From an optimization exercise on the open Yosys and OpenROAD flow, aimed at small area, a short achievable clock period and few clock cycles; shortcuts taken in it are not production practice.
The RTL was checked by simulation tests, not by an equivalence proof against the original design.
No activity file was given, so power comes from the tool's default toggle rates.

==> flow/config.mk <==
export PLATFORM = sky130hd
export DESIGN_NAME = radix_conversion_to_ascii
export DESIGN_NICKNAME = radix_conversion_to_ascii
export VERILOG_FILES = /design/flow/design.v
export SDC_FILE = /design/flow/constraint.sdc
export NUM_CORES = 4
export LEC_CHECK = 0
export ABC_AREA = 1
export CAP_MARGIN = 60
export CORE_MARGIN = 2
export CORE_UTILIZATION = 40
export SLEW_MARGIN = 60
==> flow/constraint.sdc <==
create_clock -name core_clock -period 12.0 [get_ports {clk}]
set_input_delay 2.4000 -clock core_clock [delete_from_list [all_inputs] [get_ports {clk}]]
set_output_delay 2.4000 -clock core_clock [all_outputs]
set_load 0.01 [all_outputs]
==> flow/design.v <==
package rca_pkg;
	typedef struct packed {
		logic [31:0] int_part;
		logic [31:0] frac_part;
	} rca_in_t;
	typedef struct packed {
		logic [6:0] ascii_char;
		logic       last;
	} rca_out_t;
	typedef struct packed {
		logic [4:0] radix;
		logic       int_zero;
	} rca_job_ctl_t;
	localparam logic [4:0] RADIX_RESET = 5'd10;
	localparam logic [4:0] RADIX_MIN   = 5'd2;
	localparam logic [4:0] RADIX_MAX   = 5'd16;
	localparam logic [6:0] DOT_CHAR    = 7'h2E;
	localparam logic [6:0] ZERO_CHAR   = 7'h30;
	localparam logic [6:0] ALPHA_CHAR  = 7'h41;
	function automatic logic [6:0] digit_char(input logic [3:0] d);
		logic [6:0] c;
		if (d < 4'd10) begin
			c = ZERO_CHAR + 7'(d);
		end else begin
			c = ALPHA_CHAR + 7'(d - 4'd10);
		end
		digit_char = c;
	endfunction
endpackage
module radix_conversion_to_ascii #(
	parameter int INT_BITS       = 32,
	parameter int FRAC_BITS      = 32,
	parameter int FRAC_DIGITS    = 10,
	parameter int MAX_INT_DIGITS = 32
) (
	input  logic                clk,
	input  logic                arst_n,
	input  logic                cfg_we,
	input  logic [4:0]          cfg_wdata,
	input  logic                item_valid,
	output logic                item_ready,
	input  logic [63:0]         item_data,    
	output logic                char_valid,
	input  logic                char_ready,
	output logic [7:0]          char_data     
);
	localparam int NF = 14;    
	logic [3:0] rb_q;      
	logic       m10_q;     
	logic       ff16_q;    
	logic       ifast_q;   
	logic       ffast_q;   
	logic       sela_q;    
	logic       selb_q;    
	logic [4:0] cfg_b;
	assign cfg_b = (cfg_wdata[4:1] == 4'd0) ? 5'd2
		: (cfg_wdata[4] && cfg_wdata[3:0] != 4'd0) ? 5'd16 : cfg_wdata;
	always_ff @(posedge clk or negedge arst_n) begin
		if (!arst_n) begin
			rb_q   <= 4'd10;
			m10_q  <= 1'b1;
			ff16_q  <= 1'b0;
			ifast_q <= 1'b1;
			ffast_q <= 1'b1;
			sela_q <= 1'b1;
			selb_q <= 1'b1;
		end else if (cfg_we) begin
			rb_q   <= cfg_b[3:0];
			m10_q  <= (cfg_b == 5'd10);
			ff16_q  <= (cfg_b == 5'd16);
			ifast_q <= (cfg_b == 5'd16) || (cfg_b == 5'd10) || (cfg_b == 5'd8) || (cfg_b == 5'd4) || (cfg_b == 5'd2);
			ffast_q <= (cfg_b == 5'd16) || (cfg_b == 5'd10) || (cfg_b == 5'd8) || (cfg_b == 5'd2);
			sela_q <= (cfg_b == 5'd10) || (cfg_b == 5'd8);
			selb_q <= (cfg_b == 5'd10) || (cfg_b == 5'd2);
		end
	end
	logic       ifast, ffast, sub4;
	logic [3:0] gb;
	logic m8_q, m16_q, ff2_q, sub2_q, sub3_q;
	assign m8_q   = sela_q && !m10_q;
	assign ff2_q  = selb_q && !m10_q;
	assign m16_q  = ifast_q && !sela_q;
	assign sub2_q = (rb_q == 4'd4);
	assign sub3_q = (rb_q == 4'd3);
	assign sub4  = ff2_q;
	assign ifast = ifast_q;
	assign ffast = ffast_q;
	assign gb    = sub3_q ? 4'd9 : rb_q;
	function automatic logic [6:0] glyph(input logic [3:0] d);
		case (d)
			4'd0: glyph = 7'h30;  4'd1: glyph = 7'h31;  4'd2: glyph = 7'h32;  4'd3: glyph = 7'h33;
			4'd4: glyph = 7'h34;  4'd5: glyph = 7'h35;  4'd6: glyph = 7'h36;  4'd7: glyph = 7'h37;
			4'd8: glyph = 7'h38;  4'd9: glyph = 7'h39;  4'd10: glyph = 7'h41; 4'd11: glyph = 7'h42;
			4'd12: glyph = 7'h43; 4'd13: glyph = 7'h44; 4'd14: glyph = 7'h45; default: glyph = 7'h46;
		endcase
	endfunction
	function automatic logic [3:0] add3(input logic [3:0] d);
		add3[3] = d[3] | (d[2] & (d[1] | d[0]));
		add3[2] = (d[3] & d[0]) | (d[2] & !d[1] & !d[0]);
		add3[1] = (d[3] & !d[0]) | (!d[2] & d[1]) | (d[1] & d[0]);
		add3[0] = (d[3] & !d[0]) | (!d[3] & !d[2] & d[0]) | (d[2] & d[1] & !d[0]);
	endfunction
	function automatic logic [39:0] dstep(input logic [39:0] a, input logic bin);
		logic       c;
		logic [3:0] t;
		c = bin;
		for (int k = 0; k < 10; k++) begin
			t = add3(a[4*k +: 4]);
			dstep[4*k +: 4] = {t[2:0], c};
			c = t[3];
		end
	endfunction
	function automatic logic [7:0] bcd5(input logic [4:0] v);
		bcd5 = 8'h00;
		for (int n = 0; n < 32; n++) begin
			if (v == 5'(n)) bcd5 = {4'(n / 10), 4'(n % 10)};
		end
	endfunction
	function automatic logic [31:0] rev32(input logic [31:0] v);
		for (int n = 0; n < 32; n++) rev32[n] = v[31 - n];
	endfunction
	typedef enum logic [2:0] {C_FREE, C_RUN, C_FIN, C_FIN2, C_DONE, C_BUSY} cst_t;
	typedef enum logic [1:0] {O_IDLE, O_INT, O_DOT, O_FRAC} ost_t;
	cst_t            cst_q, cst_nx;
	ost_t            ost_q, ost_nx;
	logic [4*NF-1:0] acc_q;
	logic [3:0]      j_q;     
	logic [1:0]      sp_q;    
	logic [3:0]      ci_q;    
	logic [5:0]      bc_q;    
	logic [2:0]      ch_q;    
	logic [3:0]      fc_q;    
	logic [3:0]      r_q;     
	logic [31:0]     f_q;
	logic            sv_q;    
	logic            ir_q;
	logic            cv_q;    
	logic [7:0]      cd_q;
	logic            sk_q;    
	logic [7:0]      sd_q;
	logic            go;
	logic            accept;
	logic            int_go;
	logic [3:0]      fv;
	logic [1:0]      sp_start;
	logic [1:0]      sub_max;
	logic [3:0]      idig;
	logic [3:0]      fv3;
	logic            int_end;
	logic            int_fin;
	logic            conv_free;
	logic            start;
	logic            start_slow;
	logic            run_dd;
	logic            run_div;
	logic            iter_last;
	logic [2:0]      chunk_nx;
	logic [4*NF-1:0] acc_ld;
	logic [3:0]      top;
	logic            bc_end;
	logic [35:0]     op_a;
	logic [35:0]     op_b;
	logic [35:0]     sum;
	logic [5:0]      dv;
	logic            dq;
	logic [3:0]      dr;
	logic [4:0]      ms;
	logic            frac_emit;
	logic [3:0]      fdig;
	logic [3:0]      fd_q;    
	logic            emit;
	logic [7:0]      ec;
	logic            out_free;
	assign go         = !sk_q;
	assign accept     = ir_q;
	assign item_ready = ir_q;
	assign char_valid = cv_q;
	assign char_data  = cd_q;
	assign bc_end     = bc_q[5];
	assign int_go = (ost_q == O_INT) || (ost_q == O_IDLE && accept);
	logic [63:0] acc_x;
	assign acc_x = {8'd0, acc_q};
	assign fv    = acc_x[{j_q, 2'b00} +: 4];
	always_comb begin
		sp_start = 2'd0;
		if (sub4) sp_start = fv[3] ? 2'd3 : fv[2] ? 2'd2 : fv[1] ? 2'd1 : 2'd0;
		else if (sub2_q) sp_start = {1'b0, fv[3:2] != 2'd0};
		else if (sub3_q) sp_start = {1'b0, fv[3] | fv[2] | (fv[1] & fv[0])};
	end
	assign sub_max = sub4 ? 2'd3 : (sub2_q || sub3_q) ? 2'd1 : 2'd0;
	always_comb begin
		case ({sp_q[0], fv})
			5'h00: fv3 = 4'd0; 5'h01: fv3 = 4'd1; 5'h02: fv3 = 4'd2;
			5'h03: fv3 = 4'd0; 5'h04: fv3 = 4'd1; 5'h05: fv3 = 4'd2;
			5'h06: fv3 = 4'd0; 5'h07: fv3 = 4'd1; 5'h08: fv3 = 4'd2;
			5'h10: fv3 = 4'd0; 5'h11: fv3 = 4'd0; 5'h12: fv3 = 4'd0;
			5'h13: fv3 = 4'd1; 5'h14: fv3 = 4'd1; 5'h15: fv3 = 4'd1;
			5'h16: fv3 = 4'd2; 5'h17: fv3 = 4'd2; 5'h18: fv3 = 4'd2;
			default: fv3 = 4'd0;
		endcase
	end
	always_comb begin
		if (sub4) idig = {3'b000, fv[sp_q]};
		else if (sub2_q) idig = sp_q[0] ? {2'b00, fv[3:2]} : {2'b00, fv[1:0]};
		else if (sub3_q) idig = fv3;
		else idig = fv;
	end
	assign int_end = (sp_q == 2'd0) && (j_q == 4'd0);
	assign int_fin = int_go && go && int_end;
	always_comb begin
		acc_ld = '0;
		if (m16_q) begin
			acc_ld[31:0] = item_data[63:32];
		end else if (m8_q) begin
			for (int k = 0; k < 11; k++) begin
				acc_ld[4*k +: 3] = 3'({1'b0, item_data[63:32]} >> (3*k));
			end
		end else begin
			acc_ld[7:0] = bcd5(item_data[63:59]);
		end
	end
	always_comb begin
		chunk_nx = 3'd0;
		for (int c = 1; c <= 9; c++) begin
			if (ci_q == 4'(c)) chunk_nx = item_data[61 - 3*c -: 3];
		end
	end
	always_comb begin
		top = 4'd0;
		for (int k = 1; k < NF; k++) begin
			if (acc_q[4*k +: 4] != 4'd0) top = 4'(k);
		end
	end
	assign run_dd    = (cst_q == C_RUN) && m10_q;
	assign run_div   = (cst_q == C_RUN) && !ifast && !bc_end;
	assign iter_last = m10_q ? (ci_q == 4'd10) : (bc_end && ci_q == 4'd13);
	assign conv_free  = !accept && (cst_q == C_FREE || (!sv_q && cst_q != C_BUSY));
	assign start_slow = !ifast && conv_free && (ost_q == O_IDLE);
	assign start      = ifast ? (conv_free || (cst_q == C_BUSY && int_fin)) : start_slow;
	assign op_a = {1'b0, f_q, 3'b000} + {3'b000, f_q, 1'b0};
	assign op_b = ff16_q ? {f_q, 4'b0000} : sela_q ? {1'b0, f_q, 3'b000} : {3'b000, f_q, 1'b0};
	assign sum  = m10_q ? op_a : op_b;
	assign dv = {1'b0, r_q, f_q[0]} - {2'b00, gb};
	assign dq = !dv[5];
	assign dr = dq ? dv[3:0] : {r_q[2:0], f_q[0]};
	assign ms = {1'b0, r_q} + (f_q[0] ? {1'b0, rb_q} : 5'd0);
	assign frac_emit = (ost_q == O_FRAC) && go && (ffast || bc_end);
	assign fdig      = ffast ? fd_q : r_q;
	always_comb begin
		emit = 1'b0;
		ec   = {7'h2E, 1'b0};
		if (int_go && go) begin
			emit = 1'b1;
			ec   = {glyph(idig), 1'b0};
		end else if (ost_q == O_DOT && go) begin
			emit = 1'b1;
		end else if (frac_emit) begin
			emit = 1'b1;
			ec   = {glyph(fdig), fc_q == 4'd9};
		end
	end
	assign out_free = !cv_q || char_ready;
	always_comb begin
		cst_nx = cst_q;
		ost_nx = ost_q;
		case (cst_q)
			C_BUSY: if (int_fin) cst_nx = start ? (m10_q ? C_RUN : C_FIN) : C_FREE;
			default: begin
				if (start) cst_nx = (m10_q || !ifast) ? C_RUN : C_FIN;
				else if (cst_q == C_RUN && iter_last) cst_nx = C_FIN;
				else if (cst_q == C_FIN) cst_nx = (sub4 || sub2_q || sub3_q) ? C_FIN2 : C_DONE;
				else if (cst_q == C_FIN2) cst_nx = C_DONE;
				else if (cst_q == C_DONE && accept) cst_nx = int_fin ? C_FREE : C_BUSY;
			end
		endcase
		case (ost_q)
			O_IDLE: if (accept) ost_nx = int_fin ? O_DOT : O_INT;
			O_INT:  if (int_fin) ost_nx = O_DOT;
			O_DOT:  if (go) ost_nx = O_FRAC;
			O_FRAC: if (frac_emit && fc_q == 4'd9) ost_nx = O_IDLE;
			default: ost_nx = O_IDLE;
		endcase
	end
	always_ff @(posedge clk or negedge arst_n) begin
		if (!arst_n) begin
			cst_q <= C_FREE;
			ost_q <= O_IDLE;
			cv_q  <= 1'b0;
			sk_q  <= 1'b0;
			ir_q  <= 1'b0;
			sv_q  <= 1'b0;
		end else begin
			cst_q <= cst_nx;
			ost_q <= ost_nx;
			ir_q  <= (cst_nx == C_DONE) && (ost_nx == O_IDLE) && sv_q;
			if (start) sv_q <= item_valid;
			if (out_free) begin
				cv_q <= sk_q || emit;
				sk_q <= 1'b0;
			end else if (emit) begin
				sk_q <= 1'b1;
			end
		end
	end
	always_ff @(posedge clk) begin
		if (emit) begin
			sd_q <= ec;
		end
		if (out_free) begin
			if (sk_q) begin
				cd_q <= sd_q;
			end else if (emit) begin
				cd_q <= ec;
			end
		end
		if (start) begin
			acc_q <= acc_ld;
			ch_q  <= item_data[58:56];
			ci_q  <= m10_q ? 4'd2 : 4'd0;
		end else if (run_dd) begin
			acc_q[39:0] <= dstep(dstep(dstep(acc_q[39:0], ch_q[2]), ch_q[1]), ch_q[0]);
			ch_q  <= chunk_nx;
			ci_q  <= ci_q + 4'd1;
		end else if (cst_q == C_RUN && !ifast && bc_end) begin
			acc_q <= {r_q, acc_q[4*NF-1:4]};
			ci_q  <= ci_q + 4'd1;
		end
		if (cst_q == C_FIN) begin
			j_q  <= top;
			sp_q <= 2'd0;
		end else if (cst_q == C_FIN2) begin
			sp_q <= sp_start;
		end else if (int_go && go) begin
			if (sp_q != 2'd0) begin
				sp_q <= sp_q - 2'd1;
			end else if (j_q != 4'd0) begin
				j_q  <= j_q - 4'd1;
				sp_q <= sub_max;
			end
		end
		if (start_slow || (ost_q == O_DOT && go) || frac_emit || (cst_q == C_RUN && !ifast && bc_end)) begin
			bc_q <= 6'd0;
			r_q  <= 4'd0;
		end else if (run_div) begin
			r_q  <= dr;
			bc_q <= bc_q + 6'd1;
		end else if (ost_q == O_FRAC && !ffast && !bc_end) begin
			r_q  <= ms[4:1];
			bc_q <= bc_q + 6'd1;
		end
		if ((ost_q == O_DOT || ost_q == O_FRAC) && ffast && go) begin
			f_q  <= sum[31:0];
			fd_q <= sum[35:32];
		end else if (accept) begin
			f_q <= item_data[31:0];
		end else if (start_slow) begin
			f_q <= rev32(item_data[63:32]);
		end else if (run_div || (ost_q == O_FRAC && !ffast && !bc_end)) begin
			f_q <= {run_div ? dq : ms[0], f_q[31:1]};
		end
		if (ost_q == O_DOT && go) begin
			fc_q <= 4'd0;
		end else if (frac_emit) begin
			fc_q <= fc_q + 4'd1;
		end
	end
endmodule
==> flow/flow/run.sh <==
#!/bin/bash
# Standard layout, with the timing repair aiming well past the required slack
# and plain buffers on the ports.
set -euo pipefail
bash standard.sh SETUP_SLACK_MARGIN=8.8 "BUFFER_PORTS_ARGS=-buffer_cell sky130_fd_sc_hd__buf_1" finish > standard.log 2>&1
==> flow/standard.sh <==
#!/bin/bash
# synth_recipe.tcl (not shown) runs the flow's synth.tcl, then flattens the netlist and writes it again
# the make line also repeats each setting of config.mk as NAME=value (left out here)
make -C /OpenROAD-flow-scripts/flow DESIGN_CONFIG=/design/flow/config.mk WORK_HOME=/design/flow/orfs CLKGATE_MAP_FILE= SYNTH_SCRIPT=/design/flow/synth_recipe.tcl "${@:-finish}"
==> results of run 1 <==
-- cell type report --
cell class | count | area [µm²] | share of cell area
multi-input cells | 1550 | 8570 | 0.531
flip-flops and latches | 154 | 4230 | 0.262
inverters | 361 | 1440 | 0.0889
repair buffers | 123 | 798 | 0.0495
well taps | 455 | 569 | 0.0353
clock buffers | 21 | 470 | 0.0291
clock inverters | 11 | 68.8 | 0.00426
-- cells in the mapped netlist, types with 6 or more instances --
cell	instances
nand2_1	495
inv_1	338
nor2_1	202
o21ai_0	201
a21oi_1	132
nand3_1	111
edfxtp_1	104
ha_1	55
o221ai_1	52
o22ai_1	34
clkbuf_1	31
dfxtp_1	31
o211ai_1	31
nor3_1	28
a22oi_1	18
inv_2	17
buf_2	16
o21ai_1	16
a31oi_1	13
dfrtp_1	12
nand4_1	11
nand2_2	10
o2111ai_1	10
or2_2	10
nor2_2	9
xor2_1	8
dfstp_2	7
a211oi_1	6
buf_6	6
nor2_4	6
xnor2_1	6
-- per-layer routing --
layer  track usage  vias up
met5             0        -
met4        0.0896        0
met3        0.0413       89
met2         0.426      698
met1         0.370     7161
li1              -     7360
-- flip-flops by register name (all words and copies together) (netlist names), 6 cells and up --
signal / flops
acc_q: 56
f_q: 32
cd_q: 8
sd_q: 8
bc_q: 6
-- stage by stage --
| stage | instances | worst slack (ps) | utilization |
|---|---|---|---|
| after floorplan | 2124 | 8600 | - |
| after global placement | 2614 | 7670 | 0.430 |
| after detailed placement | 2615 | 7990 | 0.432 |
| after CTS | 2651 | 8580 | 0.451 |
| after global routing | 2675 | 8580 | 0.466 |
| final | 2675 | 8590 | 0.466 |
-- cells by family after synthesis --
| group | count (synthesis) | synth area share |
|---|---|---|
| AND/OR/NAND/NOR | 912 | 0.276 |
| AO/OA/AOI/OAI | 564 | 0.244 |
| buffers and inverters | 420 | 0.118 |
| flip-flops | 154 | 0.299 |
| adder cells (fa/ha/maj) | 58 | 0.0530 |
| XOR/XNOR | 14 | 0.00868 |
| multiplexers | 2 | 0.00159 |
-- worst register-to-register path, delay by kind of cell (launching register included) --
kind	cells	cell delay [ps]
AO/OA/AOI/OAI	1	90
buffers and inverters	3	880
flip-flops	1	520
AND/OR/NAND/NOR	6	1300
-- power breakdown --
part / internal, W / switching, W / leakage [nW]
clock network: 0.000280 / 0.000234 / 0.271
registers: 0.000960 / 0.000263 / 1.48
logic: 0.00123 / 0.00248 / 5.40
-- worst max-delay path by stage --
stage | endpoint | cells past startpoint | startpoint
after floorplan | ifast_q | 11 | cfg_wdata[3]
after detailed placement | acc_q[4] | 10 | item_data[62]
after global placement | acc_q[4] | 10 | item_data[63]
after global routing | item_ready | 1 | ir_q
after CTS | item_ready | 1 | ir_q
final | item_ready | 1 | ir_q
-- timing repair --
item | in CTS | in global routing
cloned | 0 | 3
pin swaps | 4 | 40
setup endpoints to repair | 104 | 49
setup buffers | 4 | 21
gates resized for setup | 35 | 104
==> results.tsv, run 1 <==
stage	metric	value	unit
status	outcome	no timing/DRC/antenna violations	
route	vias	15300	
route	wl_met2	22500	µm
finish	final.fill_count	3515	
timing	slew_headroom	0.628	
clocking	clock_path_buffers	2	
global_route	grt_pass1_wl	76300	µm
power	power	0.00545	W
clocking	htree_levels	4	
critical_path	worstPathArrival	1010	ps
yosys	syn_area	0.0141	mm²
route	wl_per_cell	18.6	µm
critical_path	reg2reg_slack	8970	ps
floorplanning	die_height	192	µm
critical_path	cp_slowest_cell	dfrtp_2	
yosys	synth_ff_type	edfxtp_1	
timing	tns	0	ps
yosys	synth_top_area_frac	0.221	
floorplanning	chipWidth	192	µm
critical_path	rr_worst_depth	10	
worst_hold_path	min_path_type	reg -> reg	
placement	place_hpwl	37600	µm
timing	fin_crit	3410	ps
critical_path	cp.required	9600	ps
floorplanning	io_pins	84	
clocking	numCtsBuffers	17	
route	ant_nets	0	
global_route	grt_use_total	0.267	
critical_path	cp-end-kind	output port	
yosys	yosysWarnings	1	
worst_hold_path	hold_start	bc_q[4]	
yosys	yosysUniqueCellTypes	70	
finish	syn2layout_area_growth	14.3	%
floorplanning	die_area	0.0368	mm²
timing	final-max-slew-violation-count	0	
critical_path	path_max_fanout	2	
route	dr_wl_met3	4330	µm
worst_hold_path	min_to	bc_q[4]	
route	drt-met1-wl	21400	µm
placement	numPortBuffers	83	
route	via_per_inst	5.72	
yosys	ys_ff_latch	154	
yosys	seq_area_frac_synth	0.299	
power	power.density	338	mW/mm²
yosys	synth_area_leaders	edfxtp_1 (22%), nand2_1 (13%), inv_1 (9.0%), o21ai_0 (7.1%), nor2_1 (5.4%)	
finish	final_nets	2339	
global_route	grt_pass1_vias	14200	
yosys	synthCells	2124	
timing	fin_skew	12.0	ps
critical_path	path_delay_family	flip-flops	
timing	clock.fmax	294	MHz
finish	design_area	0.0161	mm²
timing	finalHoldViolCount	0	
critical_path	cp_slowest_stage_delay	440	ps
yosys	synthesis.nets	2256	
finish	drive_gt1_frac	0.114	
timing	worst_pin_slew	554	ps
route	first_pass_iters	6	
placement	placed_cell_area	0.0150	mm²
timing	period_share	0.284	
clocking	cts-root-buf	clkbuf_16	
critical_path	worstReg2RegEnd	cd_q[5]	
critical_path	worst-setup-path-type	reg -> out	
yosys	synth-edff-count	104	
finish	final_common_cell	nand2_1	
placement	gp_congestion	0.929	
global_route	grt_max_degree	43	
floorplanning	core_area	0.0346	mm²
critical_path	cp.buffers_inverters	1	
worst_hold_path	min_path_cells	2	
route	routed_wl	49700	µm
floorplanning	rows	68	
yosys	synth.avg_cell_area	6.65	µm²
run	maxCapViolations	0	
power	irDropWorstVdd	0.164	mV
global_route	antenna_found_initial	0	
floorplanning	start_util	0.408	
critical_path	cp-start-kind	register	
route	drc	0	
power	power.leakage	7.15	nW
timing	hold_slack	473	ps
clocking	cts.clk_slew.worst_paths	60	ps
global_route	grt_overflow_total	0	
yosys	synthArstFlopShare	0.123	
timing	rsz0062_at_grt	true	
route	drt_iter0_markers	1717	
clocking	clock_latency	440	ps
clocking	cts_sinks	154	
clocking	cts_tree	yes	
clocking	cts_hold_buf	0	
timing	setup_viol	0	
finish	final_cell_mix	nand2_1 (481), inv_1 (321), nor2_1 (189)	
critical_path	cp_cell_sequence	buf_6	
yosys	synth_top_area_cell	edfxtp_1	
finish	diodes	0	
route	dr.max_layer_used	met4	
critical_path	r2r_start	m10_q	
Testbench counts, summed over its fixed seeds: cycles 55,027.
==> run 2, diff against run 1 <==
==> flow/flow/run.sh (replaced) <==
#!/bin/bash
# Standard layout, with the timing repair aiming well past the required slack
# and plain buffers on the ports.
set -euo pipefail
bash standard.sh SETUP_SLACK_MARGIN=8.5 "BUFFER_PORTS_ARGS=-buffer_cell sky130_fd_sc_hd__buf_1" finish > standard.log 2>&1
--- a/flow/config.mk
+++ b/flow/config.mk
@@ -8,5 +8,5 @@
 export ABC_AREA = 1
 export CAP_MARGIN = 60
 export CORE_MARGIN = 2
-export CORE_UTILIZATION = 40
+export CORE_UTILIZATION = 50
 export SLEW_MARGIN = 60
==> run 2 against run 1 <==
Net effect: synthesized area unchanged; sequential share of layout area increased by 0.91 points; register-to-register slack got worse by 300 ps; largest cell class unchanged; synthesized cell count unchanged; critical path type unchanged; routed wire length decreased by 0.86%; global-route usage increased by 6.4 points; setup slack improved by 5.0 ps; via count decreased by 0.85%; largest power group unchanged; still clean.
==> results.tsv, run 2 <==
stage	metric	value	unit	change
finish	top_register	acc_q		unchanged
global_route	grt_pass1_wl	75800	µm	was 76300 µm
floorplanning	die_height	172	µm	was 192 µm
route	routed_wl	49200	µm	was 49700 µm
yosys	synthesis.nets	2256		unchanged
yosys	synth.avg_cell_area	6.65	µm²	unchanged
critical_path	path_max_fanout	2		unchanged
timing	finalHoldViolCount	0		unchanged
timing	slew_headroom	0.610		was 0.628
yosys	synth_top_area_cell	edfxtp_1		unchanged
status	outcome	no timing/DRC/antenna violations		unchanged
worst_hold_path	min_path_type	reg -> reg		unchanged
yosys	yosysMostFrequentCell	nand2_1		unchanged
yosys	synthAdderAreaFrac	0.0530		unchanged
floorplanning	rows	61		was 68
critical_path	cp-end-kind	output port		unchanged
clocking	cts.clk_slew.worst_paths	70	ps	was 60 ps
route	ant_nets	0		unchanged
timing	period_share	0.283		was 0.284
yosys	synthTopCellsByCount	nand2_1 (495), inv_1 (338), nor2_1 (202)		unchanged
critical_path	cp_slowest_cell	dfrtp_2		unchanged
finish	final_cell_mix	nand2_1 (492), inv_1 (335), o21ai_0 (200)		was nand2_1 (481), inv_1 (321), nor2_1 (189)
clocking	numCtsBuffers	17		unchanged
timing	final-max-slew-violation-count	0		unchanged
clocking	cts-root-buf	clkbuf_16		unchanged
route	first_pass_iters	5		was 6
critical_path	cp_slowest_stage_delay	430	ps	was 440 ps
power	pwr-share-comb	0.670		was 0.681
timing	worst_pin_slew	583	ps	was 554 ps
critical_path	cp-start-kind	register		unchanged
global_route	grt_max_degree	43		unchanged
yosys	synth-edff-count	104		unchanged
power	power.leakage	6.94	nW	was 7.15 nW
yosys	synthCells	2124		unchanged
floorplanning	core_area	0.0278	mm²	was 0.0346 mm²
placement	numPortBuffers	83		unchanged
clocking	clock_path_buffers	2		unchanged
finish	diodes	0		unchanged
timing	rsz0062_at_grt	false		was true
global_route	grt_overflow_total	0		unchanged
timing	layout_setup_ws	8600	ps	was 8590 ps
yosys	synth_compound_area_frac	0.244		unchanged
floorplanning	io_pins	84		unchanged
power	clkPwrFrac	0.104		was 0.094
route	via_per_inst	5.88		was 5.72
critical_path	worstPathArrival	1000	ps	was 1010 ps
power	p_sw	0.00296	W	was 0.00298 W
finish	final_nets	2322		was 2339
critical_path	path_depth	1		unchanged
clocking	htree_levels	4		unchanged
clocking	cts_sinks	154		unchanged
floorplanning	die_area	0.0296	mm²	was 0.0368 mm²
power	irDropWorstVdd	0.162	mV	was 0.164 mV
global_route	antenna_found_initial	0		unchanged
clocking	cts_tree	yes		unchanged
critical_path	worst-setup-path-type	reg -> out		unchanged
run	maxCapViolations	0		unchanged
timing	tns	0	ps	unchanged
yosys	synthMuxAreaShare	0.00159		unchanged
yosys	seq_area_frac_synth	0.299		unchanged
route	drc	0		unchanged
timing	setup_viol	0		unchanged
yosys	yosysWarnings	1		unchanged
worst_hold_path	min_path_cells	2		unchanged
floorplanning	chipWidth	172	µm	was 192 µm
critical_path	cp.buffers_inverters	1		unchanged
timing	clock.fmax	294	MHz	about the same
clocking	clock_latency	440	ps	about the same
finish	syn2layout_area_growth	10.6	%	was 14.3%
timing	fin_skew	19.7	ps	was 12.0 ps
placement	place_hpwl	37800	µm	was 37600 µm
placement	gp_congestion	0.989		was 0.929
yosys	synth_ff_type	edfxtp_1		unchanged
yosys	synth_top_area_frac	0.221		unchanged
critical_path	path_delay_family	flip-flops		unchanged
timing	fin_crit	3400	ps	was 3410 ps
yosys	syn_area	0.0141	mm²	unchanged
finish	drive_gt1_frac	0.0754		was 0.114
critical_path	cp.required	9600	ps	about the same
yosys	synthArstFlopShare	0.123		unchanged
yosys	yosys.area_share.simple	0.276		unchanged
critical_path	cp_cell_sequence	buf_1		was buf_6
route	drt_iter0_markers	1476		was 1717
finish	final_common_cell	nand2_1		unchanged
power	swShare	0.549		was 0.547
power	seqPwrFrac	0.226		was 0.224
yosys	synth_top_family_by_area	simple AND/OR/NAND/NOR gates		unchanged
route	wl_per_cell	19.1	µm	was 18.6 µm
power	intPower	0.00243	W	was 0.00247 W
placement	dpl_worst_slack	7910	ps	was 7990 ps
critical_path	reg2reg_slack	8670	ps	was 8970 ps
floorplanning	start_util	0.508		was 0.408
critical_path	rr_worst_depth	16		was 10
global_route	grt_use_total	0.331		was 0.267
global_route	grt_pass1_vias	14100		was 14200
yosys	synth_xor_area_frac	0.00868		unchanged
route	vias	15200		was 15300
yosys	yosysUniqueCellTypes	70		unchanged
yosys	ys_ff_latch	154		unchanged
finish	largest_register_ffs	56		unchanged
power	power.density	345	mW/mm²	was 338 mW/mm²
yosys	synth_area_leaders	edfxtp_1 (22%), nand2_1 (13%), inv_1 (9.0%), o21ai_0 (7.1%), nor2_1 (5.4%)		unchanged
finish	reg_top3	acc_q: 56 flops, f_q: 32 flops		unchanged
[run 2: cell types whose count changed in the layout (fill, tap and decap cells not counted), moves of 10 or more]
cell,before,now
inv_2,28,17
buf_4,33,16
inv_1,321,335
o21ai_0,186,200
nand2_1,481,492
o21ai_1,27,17
buf_1,60,79
[run 2: final cells by class]
type | instances | area (µm²)
tap | 378 | 473
fill | 2818 | 12200
inverter | 361 | 1390
multi-input combinational | 1550 | 8360
clock inverter | 14 | 158
timing repair buffer | 106 | 576
clock buffer | 18 | 429
sequential | 154 | 4230
[run 2: metrics by stage]
step	instances	total power, W	cell area (µm²)	util	hold WS, ps
floorplan	2124	0.00377	14100	-	439
global placement	2535	0.00459	14700	0.529	448
detailed placement	2537	0.00469	14800	0.533	454
CTS	2571	0.00527	15400	0.555	467
global route	2581	0.00589	15600	0.562	513
finish	2581	0.00539	15600	0.562	470
[run 2: cell families (layout without fill, tap and decap cells)]
kind of cell | Yosys count | count (layout)
compound gates | 564 | 564
xor+xnor | 14 | 14
fa+ha+maj | 58 | 58
buf+inv | 420 | 499
flops | 154 | 154
mux | 2 | 2
simple gates | 912 | 912
[run 2: what timing repair did]
action / 4_1_cts / 5_1_grt
endpoints found under the setup margin: 22 / 60
setup buffers: 2 / 6
endpoints found under the hold margin: 0 / 0
resized for setup: 7 / 17
hold buffers: 0 / 0
cloned: 0 / 3
[run 2: path summary, 6_finish.rpt]
| path | startpoint | end |
|---|---|---|
| max in group asynchronous | arst_n | selb_q |
| max | ir_q | item_ready |
| min | bc_q[4] | bc_q[4] |
| max reg2reg | j_q[0] | acc_q[24] |
| min in group asynchronous | arst_n | sk_q |
| min reg2reg | bc_q[4] | bc_q[4] |
[run 2: metal layers]
layer / GRT usage / vias up / share of wire
li1: - / 7345 / -
met1: 0.446 / 7093 / 0.43
met2: 0.561 / 639 / 0.47
met3: 0.0311 / 101 / 0.073
met4: 0.109 / 0 / 0.026
met5: 0 / - / 0
[run 2: power groups by stage]
stage                     clock (W)  combinational, W  sequential [W]
after floorplan                   0           0.00265         0.00113
after global placement            0           0.00336         0.00123
after detailed placement          0           0.00347         0.00123
after CTS                  0.000561           0.00350         0.00121
after global routing       0.000580           0.00407         0.00124
final                      0.000561           0.00361         0.00122
==> run 3, diff against run 2 <==
--- a/flow/config.mk
+++ b/flow/config.mk
@@ -8,5 +8,6 @@
 export ABC_AREA = 1
 export CAP_MARGIN = 60
 export CORE_MARGIN = 2
-export CORE_UTILIZATION = 50
+export CORE_UTILIZATION = 40
+export GPL_TIMING_DRIVEN = 1
 export SLEW_MARGIN = 60
==> run 3 against run 2 <==
Net effect: routed wire length fell by 1.2%; register-to-register slack about the same; clock-buffer cell count rose by 6; combinational power shrank 2%; synthesized area is the same; sequential share of layout area rose by 0.17 points; setup slack improved by 9.9 ps; via count shrank 1.1%; hold slack worse by 9.7 ps; largest cell class unchanged; highest routed layer unchanged.
==> results.tsv, run 3 <==
stage	metric	value	unit	change
yosys	synth_top_area_cell	edfxtp_1		unchanged
finish	diodes	0		unchanged
route	drt_iter0_markers	1682		was 1476
timing	layout_setup_ws	8610	ps	was 8600 ps
global_route	grt_max_degree	43		unchanged
run	maxCapViolations	0		unchanged
clocking	numCtsBuffers	17		unchanged
timing	period_share	0.283		about the same
status	outcome	no timing/DRC/antenna violations		unchanged
timing	finalHoldViolCount	0		unchanged
yosys	syn_area	0.0141	mm²	unchanged
yosys	synth_top_family_by_area	simple AND/OR/NAND/NOR gates		unchanged
finish	largest_register_ffs	56		unchanged
floorplanning	chipWidth	192	µm	was 172 µm
critical_path	cp.buffers_inverters	1		unchanged
critical_path	path_delay_family	flip-flops		unchanged
placement	place_hpwl	37600	µm	was 37800 µm
floorplanning	start_util	0.408		was 0.508
placement	dpl_worst_slack	7960	ps	was 7910 ps
timing	final-max-slew-violation-count	0		unchanged
power	power.density	339	mW/mm²	was 345 mW/mm²
yosys	yosysUniqueCellTypes	70		unchanged
yosys	yosys.area_share.simple	0.276		unchanged
clocking	cts_tree	yes		unchanged
timing	setup_viol	0		unchanged
route	routed_wl	48600	µm	was 49200 µm
floorplanning	io_pins	84		unchanged
yosys	yosysWarnings	1		unchanged
yosys	yosysMostFrequentCell	nand2_1		unchanged
yosys	synthTopCellsByCount	nand2_1 (495), inv_1 (338), nor2_1 (202)		unchanged
critical_path	reg2reg_slack	8660	ps	was 8670 ps
clocking	clock_latency	440	ps	about the same
yosys	synth-edff-count	104		unchanged
route	drc	0		unchanged
yosys	synth_ff_type	edfxtp_1		unchanged
floorplanning	die_height	192	µm	was 172 µm
finish	final_common_cell	nand2_1		unchanged
critical_path	cp_slowest_stage_delay	410	ps	was 430 ps
critical_path	worstPathArrival	990	ps	was 1000 ps
global_route	grt_pass1_vias	14000		was 14100
yosys	synthesis.nets	2256		unchanged
yosys	ys_ff_latch	154		unchanged
finish	reg_top3	acc_q: 56 flops, f_q: 32 flops		unchanged
placement	gp_congestion	0.949		was 0.989
timing	fin_crit	3390	ps	was 3400 ps
finish	syn2layout_area_growth	9.80	%	was 10.6%
route	via_per_inst	5.65		was 5.88
clocking	clock_path_buffers	2		unchanged
finish	fin_cells	2656		was 2581
yosys	synth_top_area_frac	0.221		unchanged
finish	drive_gt1_frac	0.0695		was 0.0754
yosys	synth_area_leaders	edfxtp_1 (22%), nand2_1 (13%), inv_1 (9.0%), o21ai_0 (7.1%), nor2_1 (5.4%)		unchanged
yosys	synthArstFlopShare	0.123		unchanged
timing	fin_skew	13.2	ps	was 19.7 ps
timing	slew_headroom	0.622		was 0.610
placement	dp.cells	2616		was 2537
global_route	grt_pass1_wl	76100	µm	was 75800 µm
global_route	antenna_found_initial	0		unchanged
finish	final_nets	2320		was 2322
critical_path	worst-setup-path-type	reg -> out		unchanged
finish	top_register	acc_q		unchanged
yosys	seq_area_frac_synth	0.299		unchanged
route	wl_per_cell	18.3	µm	was 19.1 µm
placement	placed_cell_area	0.0149	mm²	was 0.0148 mm²
route	ant_nets	0		unchanged
clocking	htree_levels	4		unchanged
floorplanning	die_area	0.0368	mm²	was 0.0296 mm²
clocking	cts-root-buf	clkbuf_16		unchanged
clocking	cts_sinks	154		unchanged
route	vias	15000		was 15200
yosys	synthMuxAreaShare	0.00159		unchanged
critical_path	cp_slowest_cell	dfrtp_2		unchanged
yosys	synth_xor_area_frac	0.00868		unchanged
yosys	synth.avg_cell_area	6.65	µm²	unchanged
critical_path	cp-start-kind	register		unchanged
critical_path	cp-end-kind	output port		unchanged
finish	final_cell_mix	nand2_1 (492), inv_1 (336), nor2_1 (198), o21ai_0 (198), a21oi_1 (132)		was nand2_1 (492), inv_1 (335), o21ai_0 (200)
timing	clock.fmax	295	MHz	was 294 MHz
power	power.leakage	6.85	nW	was 6.94 nW
power	irDropWorstVdd	0.150	mV	was 0.162 mV
global_route	grt_use_total	0.266		was 0.331
yosys	synth_compound_area_frac	0.244		unchanged
timing	worst_pin_slew	565	ps	was 583 ps
timing	rsz0062_at_grt	false		unchanged
global_route	grt_overflow_total	0		unchanged
critical_path	path_max_fanout	2		unchanged
finish	design_area	0.0155	mm²	was 0.0156 mm²
clocking	cts.clk_slew.worst_paths	60	ps	was 70 ps
worst_hold_path	min_path_type	reg -> reg		unchanged
route	first_pass_iters	6		was 5
placement	numPortBuffers	83		unchanged
critical_path	cp_cell_sequence	buf_2		was buf_1
timing	tns	0	ps	unchanged
floorplanning	rows	68		was 61
timing	hold_slack	460	ps	was 470 ps
yosys	synthAdderAreaFrac	0.0530		unchanged
floorplanning	core_area	0.0346	mm²	was 0.0278 mm²
yosys	synthCells	2124		unchanged
critical_path	cp.required	9600	ps	about the same
[run 3: cell count changes in the layout (fill, tap and decap cells not counted), moves of 2 or more]
cell | previous run | this run
o21ai_0 | 200 | 198
clkbuf_1 | 1 | 7
o21ai_2 | 3 | 5
clkbuf_16 | 20 | 17
clkinv_1 | 2 | 6
clkinv_8 | 3 | 0
inv_6 | 4 | 2
nor2_1 | 196 | 198
buf_4 | 16 | 19
clkinv_4 | 4 | 1
nand3_4 | 2 | 0
[run 3: layout make-up]
| class | instances | area (µm²) |
|---|---|---|
| inverter | 361 | 1380 |
| multi-input combinational | 1550 | 8340 |
| sequential | 154 | 4230 |
| clock inverter | 8 | 47.5 |
| fill | 3594 | 19100 |
| tap | 455 | 569 |
| timing repair buffer | 104 | 480 |
| clock buffer | 24 | 452 |
[run 3: power breakdown]
group | total [W] | internal, W | switching (W)
clock | 0.000486 | 0.000263 | 0.000223
sequential | 0.00123 | 0.000960 | 0.000266
combinational | 0.00355 | 0.00114 | 0.00241
[run 3: routing by layer]
layer  global-route usage  vias up  share of wire
met5                    0        -              0
met4                0.106        0          0.036
met3               0.0393       89          0.075
met2                0.423      558           0.45
met1                0.363     7033           0.44
li1                     -     7335              -
[run 3: cell families (layout without fill, tap and decap cells)]
group | after synthesis | count (layout)
adders and majority gates | 58 | 58
AOI/OAI and AO/OA | 564 | 564
xor gates and xnor gates | 14 | 14
DFF | 154 | 154
muxes | 2 | 2
buffers and inverters | 420 | 497
and+or+nand+nor | 912 | 912
[run 3: worst paths after layout]
kind	startpoint	to	depth (start not counted)
hold / removal	bc_q[4]	bc_q[5]	2
setup reg to reg	m10_q	acc_q[24]	9
hold reg to reg	bc_q[4]	bc_q[5]	2
min in group asynchronous	arst_n	cv_q	2
setup / recovery	ir_q	item_ready	1
max in group asynchronous	arst_n	rb_q[1]	2
[run 3: stage by stage]
stage / total power (W) / utilization
after floorplan: 0.00377 / -
after global placement: 0.00458 / 0.427
after global routing: 0.00576 / 0.448
after CTS: 0.00517 / 0.445
final: 0.00526 / 0.448
after detailed placement: 0.00466 / 0.430
[run 3: worst register-to-register path: stages (launching register included)]
cell,delay (ps)
dfstp_2,510
buf_4,420
inv_4,320
nor2_1,540
inv_1,240
nor2_2,150
buf_4,340
inv_2,230
a311o_1,340
o2111ai_1,90
[run 3: what timing repair did]
item,in CTS,in global routing
endpoints found under the setup margin,16,30
setup buffers,2,6
pin swaps,0,1
gates resized for setup,6,14
hold buffers,0,0
==> run 4, diff against run 3 <==
--- a/flow/config.mk
+++ b/flow/config.mk
@@ -5,9 +5,8 @@
 export SDC_FILE = /design/flow/constraint.sdc
 export NUM_CORES = 4
 export LEC_CHECK = 0
-export ABC_AREA = 1
+export ABC_AREA = 0
 export CAP_MARGIN = 60
 export CORE_MARGIN = 2
 export CORE_UTILIZATION = 40
-export GPL_TIMING_DRIVEN = 1
 export SLEW_MARGIN = 60
==> run 4 against run 3 <==
Net effect: synthesized cell count down 0.19%; die area up 13%; clock power up 8.6%; critical path type is now reg -> reg; largest cell class unchanged.
==> results.tsv, run 4 <==
stage	metric	value	unit	change
finish	multi_input_area	0.0111	mm²	was 0.00834 mm²
yosys	yosysMostFrequentCell	nor2_1		was nand2_1
timing	final-max-slew-violation-count	0		unchanged
timing	finalHoldViolCount	0		unchanged
floorplanning	chipWidth	204	µm	was 192 µm
power	power.leakage	6.91	nW	was 6.85 nW
yosys	synthCells	2120		was 2124
yosys	ys_ff_latch	154		unchanged
finish	final.fill_count	4036		was 3594
finish	final_common_cell	nor2_1		was nand2_1
floorplanning	die_height	204	µm	was 192 µm
yosys	seq_area_frac_synth	0.264		was 0.299
clocking	clock_latency	460	ps	was 440 ps
clocking	cts_tree	yes		unchanged
timing	setup_viol	0		unchanged
route	wl_per_cell	20.4	µm	was 18.3 µm
yosys	synthTopCellsByCount	nor2_1 (226), nand2_1 (210), a21oi_1 (204)		was nand2_1 (495), inv_1 (338), nor2_1 (202)
placement	place_hpwl	37700	µm	was 37600 µm
clocking	htree_levels	4		unchanged
yosys	synth_top_area_frac	0.195		was 0.221
timing	worst_pin_slew	605	ps	was 565 ps
yosys	yosysWarnings	1		unchanged
route	routed_wl	54800	µm	was 48600 µm
timing	tns	0	ps	unchanged
clocking	clock_path_buffers	2		unchanged
power	irDropWorstVdd	0.180	mV	was 0.150 mV
timing	fin_skew	14.2	ps	was 13.2 ps
yosys	synth_top_area_cell	edfxtp_1		unchanged
yosys	synth_ff_type	edfxtp_1		unchanged
power	power.density	332	mW/mm²	was 339 mW/mm²
timing	fin_crit	3960	ps	was 3390 ps
yosys	syn_area	0.0160	mm²	was 0.0141 mm²
global_route	grt_pass1_wl	84700	µm	was 76100 µm
yosys	synth.avg_cell_area	7.55	µm²	was 6.65 µm²
clocking	cts.clk_slew.worst_paths	70	ps	was 60 ps
run	maxCapViolations	0		unchanged
critical_path	worstPathArrival	4260	ps	was 990 ps
yosys	synth_xor_area_frac	0.0252		was 0.00868
route	first_pass_iters	6		unchanged
yosys	synthArstFlopShare	0.123		unchanged
timing	period_share	0.330		was 0.283
critical_path	worst-setup-path-type	reg -> reg		was reg -> out
finish	syn2layout_area_growth	12.9	%	was 9.80%
finish	diodes	0		unchanged
clocking	numCtsBuffers	17		unchanged
critical_path	cp-end-kind	register		was output port
yosys	synthAdderAreaFrac	0.0467		was 0.0530
global_route	grt_max_degree	66		was 43
floorplanning	core_area	0.0396	mm²	was 0.0346 mm²
finish	fin_util	0.456		was 0.448
placement	numPortBuffers	83		unchanged
critical_path	reg2reg_slack	8040	ps	was 8660 ps
yosys	synthMuxAreaShare	0.0791		was 0.00159
global_route	grt_overflow_total	0		unchanged
floorplanning	start_util	0.404		was 0.408
finish	fin_cells	2687		was 2656
yosys	yosys.area_share.simple	0.218		was 0.276
finish	drive_gt1_frac	0.118		was 0.0695
timing	layout_setup_ws	8040	ps	was 8610 ps
critical_path	cp.required	12310	ps	was 9600 ps
yosys	yosysUniqueCellTypes	95		was 70
yosys	synth_area_leaders	edfxtp_1 (20%), a21oi_1 (6.4%), mux2i_1 (5.9%), o21ai_0 (5.6%), nor2_1 (5.3%)		was edfxtp_1 (22%), nand2_1 (13%), inv_1 (9.0%), o21ai_0 (7.1%), nor2_1 (5.4%)
worst_hold_path	min_path_type	reg -> reg		unchanged
finish	seq_area	0.00423	mm²	about the same
placement	gp_congestion	0.916		was 0.949
floorplanning	rows	73		was 68
finish	final_nets	2281		was 2320
finish	final_cell_mix	nor2_1 (220), nand2_1 (207), a21oi_1 (196)		was nand2_1 (492), inv_1 (336), nor2_1 (198), o21ai_0 (198), a21oi_1 (132)
yosys	synth_top_family_by_area	compound AO/OA/AOI/OAI gates		was simple AND/OR/NAND/NOR gates
route	vias	16800		was 15000
finish	largest_register_ffs	56		unchanged
critical_path	cp-start-kind	register		unchanged
placement	dpl_worst_slack	7740	ps	was 7960 ps
timing	clock.fmax	253	MHz	was 295 MHz
yosys	synthesis.nets	2252		was 2256
floorplanning	io_pins	84		unchanged
yosys	synth-edff-count	104		unchanged
route	drt_iter0_markers	1783		was 1682
route	drc	0		unchanged
placement	dp.cells	2599		was 2616
floorplanning	die_area	0.0417	mm²	was 0.0368 mm²
global_route	grt_use_total	0.255		was 0.266
global_route	antenna_found_initial	0		unchanged
global_route	grt_pass1_vias	15000		was 14000
critical_path	path_max_fanout	4		was 2
route	via_per_inst	6.25		was 5.65
status	outcome	no timing/DRC/antenna violations		unchanged
clocking	cts_sinks	154		unchanged
clocking	cts-root-buf	clkbuf_16		unchanged
timing	slew_headroom	0.593		was 0.622
yosys	synth_compound_area_frac	0.309		was 0.244
finish	top_register	acc_q		unchanged
timing	rsz0062_at_grt	true		was false
route	ant_nets	0		unchanged
finish	reg_top3	acc_q: 56 flops, f_q: 32 flops		unchanged
[run 4: layout make-up]
cell class,count,area share
multi-input cells,1731,0.616
well taps,525,0.0363
flip-flops and latches,154,0.234
repair buffers,183,0.0701
inverters,62,0.0131
clock inverters,6,0.00201
clock buffers,26,0.0284
[run 4: per-layer routing]
| layer | GRT usage | wire length (µm) | up-vias | part of all wire |
|---|---|---|---|---|
| met5 | 0 | 0 | - | 0 |
| met4 | 0.0797 | 1440 | 0 | 0.026 |
| met3 | 0.0407 | 4190 | 95 | 0.076 |
| met2 | 0.400 | 24700 | 692 | 0.45 |
| met1 | 0.357 | 24400 | 8019 | 0.45 |
| li1 | - | - | 7978 | - |
[run 4: cells by family after synthesis]
group | count (synthesis)
AO/OA/AOI/OAI | 768
AND/OR/NAND/NOR | 741
buffers and inverters | 237
flip-flops | 154
multiplexers | 116
adder cells (fa/ha/maj) | 58
XOR/XNOR | 46
[run 4: path summary, 6_finish.rpt]
check                      startpoint        end  cells after the start
setup reg to reg               j_q[1]    cd_q[2]                     18
hold / removal              acc_q[51]  acc_q[51]                      2
setup / recovery               j_q[1]    cd_q[2]                     18
max in group asynchronous      arst_n     ff16_q                      1
min in group asynchronous      arst_n       sk_q                      1
hold reg to reg             acc_q[51]  acc_q[51]                      2
[run 4: power by group]
part	internal, W	switching [W]
logic	0.00169	0.00246
registers	0.000932	0.000391
clock network	0.000296	0.000232
total	0.00292	0.00308
[run 4: repair_timing]
item,4_1_cts,5_1_grt
setup buffers,19,17
hold buffers,0,0
pin swaps,11,10
gates resized for setup,25,32
setup endpoints to repair,88,39
cloned,3,4
[run 4: critical path, cell delays in order, from the launching register on]
cell	delay, ps
edfxtp_1	440
buf_6	150
mux4_2	480
and2_4	180
a211oi_4	220
or2_4	190
inv_4	40
ha_4	210
nor3b_2	160
mux2i_1	90
o311a_1	130
o311a_1	140
o221a_1	260
or2_4	270
ha_4	230
nor2_4	80
a21oi_2	40
a221oi_2	290
a21boi_2	200
[run 4: stage by stage]
stage / area (µm²) / power [W] / hold WS, ps
after floorplan: 16100 / 0.00419 / 450
after global placement: 16500 / 0.00494 / 484
after detailed placement: 16800 / 0.00512 / 491
after CTS: 17700 / 0.00578 / 498
after global routing: 18100 / 0.00649 / 523
final: 18100 / 0.00600 / 498
==> run 5, diff against run 4 <==
--- a/flow/config.mk
+++ b/flow/config.mk
@@ -5,7 +5,7 @@
 export SDC_FILE = /design/flow/constraint.sdc
 export NUM_CORES = 4
 export LEC_CHECK = 0
-export ABC_AREA = 0
+export ABC_AREA = 1
 export CAP_MARGIN = 60
 export CORE_MARGIN = 2
 export CORE_UTILIZATION = 40
==> run 5 against run 4 <==
Net effect: combinational power shrank 14%; hold slack worse by 37 ps; synthesized cell count rose by 0.19%; clock-buffer cell count decreased by 2; register-to-register slack improved by 620 ps; critical path type is now reg -> out; largest power group unchanged; highest routed layer unchanged.
==> results.tsv, run 5 <==
stage	metric	value	unit	change
critical_path	worst-setup-path-type	reg -> out		was reg -> reg
yosys	synthTopCellsByCount	nand2_1 (495), inv_1 (338), nor2_1 (202)		was nor2_1 (226), nand2_1 (210), a21oi_1 (204)
yosys	syn_area	0.0141	mm²	was 0.0160 mm²
clocking	cts.clk_slew.worst_paths	60	ps	was 70 ps
finish	syn2layout_area_growth	9.80	%	was 12.9%
finish	largest_register_ffs	56		unchanged
route	first_pass_iters	6		unchanged
critical_path	reg2reg_slack	8660	ps	was 8040 ps
timing	finalHoldViolCount	0		unchanged
global_route	antenna_found_initial	0		unchanged
run	maxCapViolations	0		unchanged
yosys	synthCells	2124		was 2120
route	drt_iter0_markers	1682		was 1783
global_route	grt_max_degree	43		was 66
floorplanning	start_util	0.408		was 0.404
floorplanning	chipWidth	192	µm	was 204 µm
clocking	cts-root-buf	clkbuf_16		unchanged
yosys	synthesis.nets	2256		was 2252
floorplanning	die_area	0.0368	mm²	was 0.0417 mm²
worst_hold_path	min_path_type	reg -> reg		unchanged
floorplanning	rows	68		was 73
route	drc	0		unchanged
route	wl_per_cell	18.3	µm	was 20.4 µm
finish	top_register	acc_q		unchanged
yosys	synth_xor_area_frac	0.00868		was 0.0252
route	via_per_inst	5.65		was 6.25
timing	hold_slack	460	ps	was 498 ps
critical_path	cp-end-kind	output port		was register
critical_path	path_delay_family	flip-flops		was compound AO/OA/AOI/OAI gates
yosys	synth-edff-count	104		unchanged
finish	final_cell_mix	nand2_1 (492), inv_1 (336), nor2_1 (198), o21ai_0 (198), a21oi_1 (132)		was nor2_1 (220), nand2_1 (207), a21oi_1 (196)
timing	fin_crit	3390	ps	was 3960 ps
floorplanning	io_pins	84		unchanged
yosys	synth_compound_area_frac	0.244		was 0.309
critical_path	cp_slowest_cell	dfrtp_2		was mux4_2
yosys	synth.avg_cell_area	6.65	µm²	was 7.55 µm²
power	power.leakage	6.85	nW	was 6.91 nW
yosys	synthMuxAreaShare	0.00159		was 0.0791
yosys	synth_top_family_by_area	simple AND/OR/NAND/NOR gates		was compound AO/OA/AOI/OAI gates
critical_path	path_max_fanout	2		was 4
placement	place_hpwl	37600	µm	was 37700 µm
yosys	synth_area_leaders	edfxtp_1 (22%), nand2_1 (13%), inv_1 (9.0%), o21ai_0 (7.1%), nor2_1 (5.4%)		was edfxtp_1 (20%), a21oi_1 (6.4%), mux2i_1 (5.9%), o21ai_0 (5.6%), nor2_1 (5.3%)
power	power.density	339	mW/mm²	was 332 mW/mm²
placement	numPortBuffers	83		unchanged
clocking	clock_path_buffers	2		unchanged
timing	setup_viol	0		unchanged
clocking	clock_latency	440	ps	was 460 ps
route	ant_nets	0		unchanged
clocking	numCtsBuffers	17		unchanged
yosys	synth_top_area_cell	edfxtp_1		unchanged
yosys	seq_area_frac_synth	0.299		was 0.264
yosys	yosysMostFrequentCell	nand2_1		was nor2_1
timing	worst_pin_slew	565	ps	was 605 ps
finish	reg_top3	acc_q: 56 flops, f_q: 32 flops		unchanged
yosys	yosys.area_share.simple	0.276		was 0.218
yosys	ys_ff_latch	154		unchanged
timing	final-max-slew-violation-count	0		unchanged
finish	final_nets	2320		was 2281
yosys	synthAdderAreaFrac	0.0530		was 0.0467
global_route	grt_use_total	0.266		was 0.255
clocking	htree_levels	4		unchanged
critical_path	cp-start-kind	register		unchanged
status	outcome	no timing/DRC/antenna violations		unchanged
route	routed_wl	48600	µm	was 54800 µm
yosys	synthArstFlopShare	0.123		unchanged
yosys	synth_top_area_frac	0.221		was 0.195
timing	rsz0062_at_grt	false		was true
global_route	grt_pass1_vias	14000		was 15000
yosys	synth_ff_type	edfxtp_1		unchanged
critical_path	cp.buffers_inverters	1		was 2
power	irDropWorstVdd	0.150	mV	was 0.180 mV
placement	gp_congestion	0.949		was 0.916
clocking	cts_hold_buf	0		unchanged
timing	tns	0	ps	unchanged
route	vias	15000		was 16800
critical_path	cp_slowest_stage_delay	410	ps	was 480 ps
yosys	yosysUniqueCellTypes	70		was 95
yosys	yosysWarnings	1		unchanged
clocking	cts_sinks	154		unchanged
critical_path	cp.required	9600	ps	was 12310 ps
finish	drive_gt1_frac	0.0695		was 0.118
critical_path	cp_cell_sequence	buf_2		was buf_6 -> mux4_2 -> and2_4 -> a211oi_4 -> or2_4 -> inv_4 -> ha_4 -> nor3b_2 -> mux2i_1 -> o311a_1 -> o311a_1 -> o221a_1 -> or2_4 -> ha_4 -> nor2_4 -> a21oi_2 -> a221oi_2 -> a21boi_2
global_route	grt_overflow_total	0		unchanged
finish	diodes	0		unchanged
floorplanning	die_height	192	µm	was 204 µm
critical_path	worstPathArrival	990	ps	was 4260 ps
finish	final_common_cell	nand2_1		was nor2_1
floorplanning	core_area	0.0346	mm²	was 0.0396 mm²
timing	clock.fmax	295	MHz	was 253 MHz
global_route	grt_pass1_wl	76100	µm	was 84700 µm
clocking	cts_tree	yes		unchanged
finish	fin_util	0.448		was 0.456
timing	fin_skew	13.2	ps	was 14.2 ps
timing	period_share	0.283		was 0.330
timing	slew_headroom	0.622		was 0.593
run 5: changes by cell type after synthesis, moves of 53 or more:
cell | before | now
nand3_1 | 58 | 111
clkbuf_1 | 138 | 31
nand2_1 | 210 | 495
a21oi_1 | 204 | 132
mux2i_1 | 94 | 0
inv_1 | 58 | 338
run 5: kinds of logic (layout without fill, tap and decap cells):
logic type	after synthesis	after routing
compound gates	564	564
flops	154	154
simple gates	912	912
fa+ha+maj	58	58
buf+inv	420	497
xor+xnor	14	14
mux	2	2
run 5: power by group:
group | internal (W) | switching (W)
registers | 0.000960 | 0.000266
logic | 0.00114 | 0.00241
clock network | 0.000263 | 0.000223
run 5: layout make-up:
type,instances,area [µm²]
clock buffers,24,452
clock inverters,8,47.5
fillers,3594,19100
inverters,361,1380
multi-input cells,1550,8340
flip-flops and latches,154,4230
well taps,455,569
repair buffers,104,480
run 5: path summary, 6_finish.rpt:
path / startpoint / endpoint / cells past startpoint
min reg2reg: bc_q[4] / bc_q[5] / 2
max in group asynchronous: arst_n / rb_q[1] / 2
min in group asynchronous: arst_n / cv_q / 2
min: bc_q[4] / bc_q[5] / 2
max: ir_q / item_ready / 1
max reg2reg: m10_q / acc_q[24] / 9
run 5: routing by layer:
| layer | global-route usage | up-vias | part of all wire |
|---|---|---|---|
| met5 | 0 | - | 0 |
| met4 | 0.106 | 0 | 0.036 |
| met3 | 0.0393 | 89 | 0.075 |
| met2 | 0.423 | 558 | 0.45 |
| met1 | 0.363 | 7033 | 0.44 |
| li1 | - | 7335 | - |
run 5: metrics by stage:
| step | instance area, µm² | cells | setup WS (ps) | total power (W) |
|---|---|---|---|---|
| 2_1_floorplan | 14100 | 2124 | 8510 | 0.00377 |
| 3_3_place_gp | 14800 | 2614 | 7910 | 0.00458 |
| 3_5_place_dp | 14900 | 2616 | 7960 | 0.00466 |
| 4_1_cts | 15400 | 2650 | 8580 | 0.00517 |
| 5_1_grt | 15500 | 2656 | 8510 | 0.00576 |
| 6_report | 15500 | 2656 | 8610 | 0.00526 |
run 5: timing repair:
item                                    4_1_cts  5_1_grt
endpoints found under the setup margin       16       30
setup buffers                                 2        6
gates resized for setup                       6       14
endpoints found under the hold margin         0        0
pin swaps                                     0        1
==> run 6, diff against run 5 <==
--- a/flow/config.mk
+++ b/flow/config.mk
@@ -6,7 +6,7 @@
 export NUM_CORES = 4
 export LEC_CHECK = 0
 export ABC_AREA = 1
-export CAP_MARGIN = 60
+export CAP_MARGIN = 80
 export CORE_MARGIN = 2
 export CORE_UTILIZATION = 40
-export SLEW_MARGIN = 60
+export SLEW_MARGIN = 80
==> run 6 against run 5 <==
Net effect: still clean; maximum frequency decreased by 0.24%; clock-buffer cell count grew 3; die area did not move; sequential share of layout area down 1.5 points; register-to-register slack improved by 100 ps; clock skew down 0.61 ps; largest cell class unchanged; highest routed layer unchanged.
==> results.tsv, run 6 <==
stage	metric	value	unit	change
global_route	grt_use_total	0.273		was 0.266
yosys	synthAdderAreaFrac	0.0530		unchanged
floorplanning	core_area	0.0346	mm²	unchanged
timing	clock.fmax	294	MHz	was 295 MHz
critical_path	worst-setup-path-type	reg -> out		unchanged
power	swShare	0.546		was 0.551
clocking	cts_sinks	154		unchanged
critical_path	worstPathArrival	1000	ps	was 990 ps
timing	fin_crit	3400	ps	was 3390 ps
power	seqPwrFrac	0.216		was 0.233
floorplanning	io_pins	84		unchanged
timing	layout_setup_ws	8600	ps	was 8610 ps
critical_path	cp.buffers_inverters	1		unchanged
finish	drive_gt1_frac	0.130		was 0.0695
yosys	synthMuxAreaShare	0.00159		unchanged
global_route	grt_pass1_wl	78000	µm	was 76100 µm
floorplanning	die_area	0.0368	mm²	unchanged
critical_path	cp-end-kind	output port		unchanged
timing	final-max-slew-violation-count	0		unchanged
global_route	grt_pass1_vias	14500		was 14000
critical_path	path_delay_family	flip-flops		unchanged
floorplanning	die_height	192	µm	unchanged
timing	setup_viol	0		unchanged
finish	diodes	0		unchanged
timing	finalHoldViolCount	0		unchanged
global_route	grt_max_degree	41		was 43
critical_path	cp.required	9600	ps	about the same
yosys	synth_top_family_by_area	simple AND/OR/NAND/NOR gates		unchanged
finish	largest_register_ffs	56		unchanged
yosys	synthesis.nets	2256		unchanged
clocking	cts_tree	yes		unchanged
placement	dp.cells	2645		was 2616
timing	hold_slack	457	ps	was 460 ps
route	wl_per_cell	18.5	µm	was 18.3 µm
placement	place_hpwl	38500	µm	was 37600 µm
yosys	synthArstFlopShare	0.123		unchanged
finish	syn2layout_area_growth	16.5	%	was 9.80%
global_route	grt_overflow_total	0		unchanged
timing	tns	0	ps	unchanged
worst_hold_path	min_path_type	reg -> reg		unchanged
yosys	yosys.area_share.simple	0.276		unchanged
clocking	cts.clk_slew.worst_paths	60	ps	about the same
yosys	synth_area_leaders	edfxtp_1 (22%), nand2_1 (13%), inv_1 (9.0%), o21ai_0 (7.1%), nor2_1 (5.4%)		unchanged
yosys	synth_ff_type	edfxtp_1		unchanged
yosys	ys_ff_latch	154		unchanged
route	drc	0		unchanged
yosys	yosysMostFrequentCell	nand2_1		unchanged
yosys	synth_top_area_frac	0.221		unchanged
finish	fin_cells	2691		was 2656
power	clkPwrFrac	0.093		was 0.092
critical_path	cp_slowest_stage_delay	410	ps	about the same
status	outcome	no timing/DRC/antenna violations		unchanged
timing	slew_headroom	0.787		was 0.622
power	power.density	344	mW/mm²	was 339 mW/mm²
yosys	synthTopCellsByCount	nand2_1 (495), inv_1 (338), nor2_1 (202)		unchanged
placement	gp_congestion	0.949		unchanged
route	drt_iter0_markers	1579		was 1682
yosys	seq_area_frac_synth	0.299		unchanged
yosys	synthCells	2124		unchanged
power	pwr-share-comb	0.691		was 0.674
yosys	synth_top_area_cell	edfxtp_1		unchanged
power	irDropWorstVdd	0.179	mV	was 0.150 mV
power	p_sw	0.00309	W	was 0.00290 W
timing	rsz0062_at_grt	true		was false
timing	fin_skew	12.6	ps	was 13.2 ps
finish	final_common_cell	nand2_1		unchanged
critical_path	cp_slowest_cell	dfrtp_2		unchanged
yosys	synth-edff-count	104		unchanged
critical_path	path_max_fanout	2		unchanged
yosys	yosysUniqueCellTypes	70		unchanged
clocking	clock_latency	450	ps	was 440 ps
critical_path	cp-start-kind	register		unchanged
finish	top_register	acc_q		unchanged
global_route	antenna_found_initial	0		unchanged
yosys	syn_area	0.0141	mm²	unchanged
yosys	synth_compound_area_frac	0.244		unchanged
finish	final_cell_mix	nand2_1 (481), inv_1 (332), nor2_1 (183)		was nand2_1 (492), inv_1 (336), nor2_1 (198), o21ai_0 (198), a21oi_1 (132)
yosys	synth.avg_cell_area	6.65	µm²	unchanged
floorplanning	chipWidth	192	µm	unchanged
critical_path	reg2reg_slack	8760	ps	was 8660 ps
power	intPower	0.00257	W	was 0.00236 W
finish	reg_top3	acc_q: 56 flops, f_q: 32 flops		unchanged
clocking	clock_path_buffers	2		unchanged
route	first_pass_iters	7		was 6
power	power.leakage	7.20	nW	was 6.85 nW
yosys	synth_xor_area_frac	0.00868		unchanged
placement	dpl_worst_slack	8100	ps	was 7960 ps
route	via_per_inst	5.70		was 5.65
timing	period_share	0.283		about the same
critical_path	cp_cell_sequence	buf_2		unchanged
finish	final_nets	2355		was 2320
run	maxCapViolations	0		unchanged
clocking	cts-root-buf	clkbuf_16		unchanged
route	routed_wl	49700	µm	was 48600 µm
floorplanning	rows	68		unchanged
clocking	numCtsBuffers	17		unchanged
route	vias	15300		was 15000
timing	worst_pin_slew	319	ps	was 565 ps
yosys	yosysWarnings	1		unchanged
clocking	htree_levels	4		unchanged
route	ant_nets	0		unchanged
placement	numPortBuffers	83		unchanged
floorplanning	start_util	0.408		unchanged
==> run 6: cell counts after synthesis <==
No cell type changed its count.
==> run 6: layout make-up <==
| type | instances | area [µm²] |
|---|---|---|
| fillers | 3536 | 18200 |
| inverters | 361 | 1420 |
| multi-input cells | 1550 | 8840 |
| well taps | 455 | 569 |
| clock inverters | 5 | 32.5 |
| flip-flops and latches | 154 | 4240 |
| repair buffers | 139 | 827 |
| clock buffers | 27 | 524 |
==> run 6: layer usage <==
layer,vias up,global-route usage,part of all wire
met2,627,0.436,0.45
met1,7206,0.368,0.44
met5,-,0,0
met4,0,0.104,0.033
li1,7404,-,-
met3,97,0.0453,0.073
==> run 6: path summary, 6_finish.rpt <==
check                      cells after the start         end  startpoint
max                                            1  item_ready        ir_q
min                                            2     bc_q[4]     bc_q[4]
max reg2reg                                   10      j_q[2]      j_q[0]
min reg2reg                                    2     bc_q[4]     bc_q[4]
max in group asynchronous                      2     rb_q[1]      arst_n
min in group asynchronous                      2        cv_q      arst_n
==> run 6: kinds of logic (layout without fill, tap and decap cells) <==
logic type | after synthesis | after routing
multiplexers | 2 | 2
AND/OR/NAND/NOR | 912 | 912
buffers and inverters | 420 | 532
adder cells (fa/ha/maj) | 58 | 58
AO/OA/AOI/OAI | 564 | 564
flip-flops | 154 | 154
XOR/XNOR | 14 | 14
==> run 6: worst min-delay path: stages, from the launching register on <==
cell,delay [ps]
dfxtp_1,310
inv_1,60
a21oi_1,50
==> run 6: power groups by stage <==
stage,combinational (W),sequential [W],clock [W]
floorplan,0.00265,0.00113,0
global route,0.00437,0.00125,0.000554
detailed placement,0.00367,0.00123,0
finish,0.00391,0.00122,0.000529
global placement,0.00335,0.00123,0
CTS,0.00369,0.00122,0.000534
==> run 6: repair_timing <==
item / 4_1_cts / 5_1_grt
resized for setup: 1 / 19
hold buffers: 0 / 0
setup buffers: 1 / 1
endpoints found under the setup margin: 1 / 20
==> run 6: metrics by stage <==
step	total power (W)	cell area (µm²)	util
2_1_floorplan	0.00377	14100	-
3_3_place_gp	0.00458	14800	0.427
3_5_place_dp	0.00490	15500	0.448
4_1_cts	0.00544	16100	0.464
5_1_grt	0.00617	16400	0.475
6_report	0.00566	16400	0.475

## port drivers added, routing unchanged
The results above use ideal ports. As a check the final layouts listed here were re-extracted and re-timed, cells and wires unchanged. Step 1 sets driving cells, clkbuf_16 on the clock port and buf_2 on the other inputs (assumed; they add their load-dependent delay and slew). Step 2 adds t to the input delays and takes it off the output delays; t is the mean of the earliest and latest rising clock arrival at the registers after step 1. Input paths then give back, and output paths get back, about the clock's delay inside the block. Three values: ideal, step 1, step 2; two values: the first two.
| run | t (ns) | setup slack, ns | slew at the worst register clock pin (ns) |
|---|---|---|---|
| run 1 | 0.487 | 8.594 / 8.539 / 8.313 | 0.07 / 0.07 |
| run 2 | 0.483 | 8.599 / 8.548 / 8.179 | 0.08 / 0.08 |
| run 3 | 0.485 | 8.609 / 8.555 / 8.178 | 0.07 / 0.07 |
| run 4 | 0.502 | 8.044 / 8.044 / 8.044 | 0.07 / 0.07 |
| run 5 | 0.485 | 8.609 / 8.555 / 8.178 | 0.07 / 0.07 |
| run 6 | 0.493 | 8.601 / 8.546 / 8.154 | 0.07 / 0.07 |
After both steps every run listed still meets setup and hold. The setup slack of run 6, which loses most, moves by -0.055 ns with the drivers and by -0.447 ns with both steps.
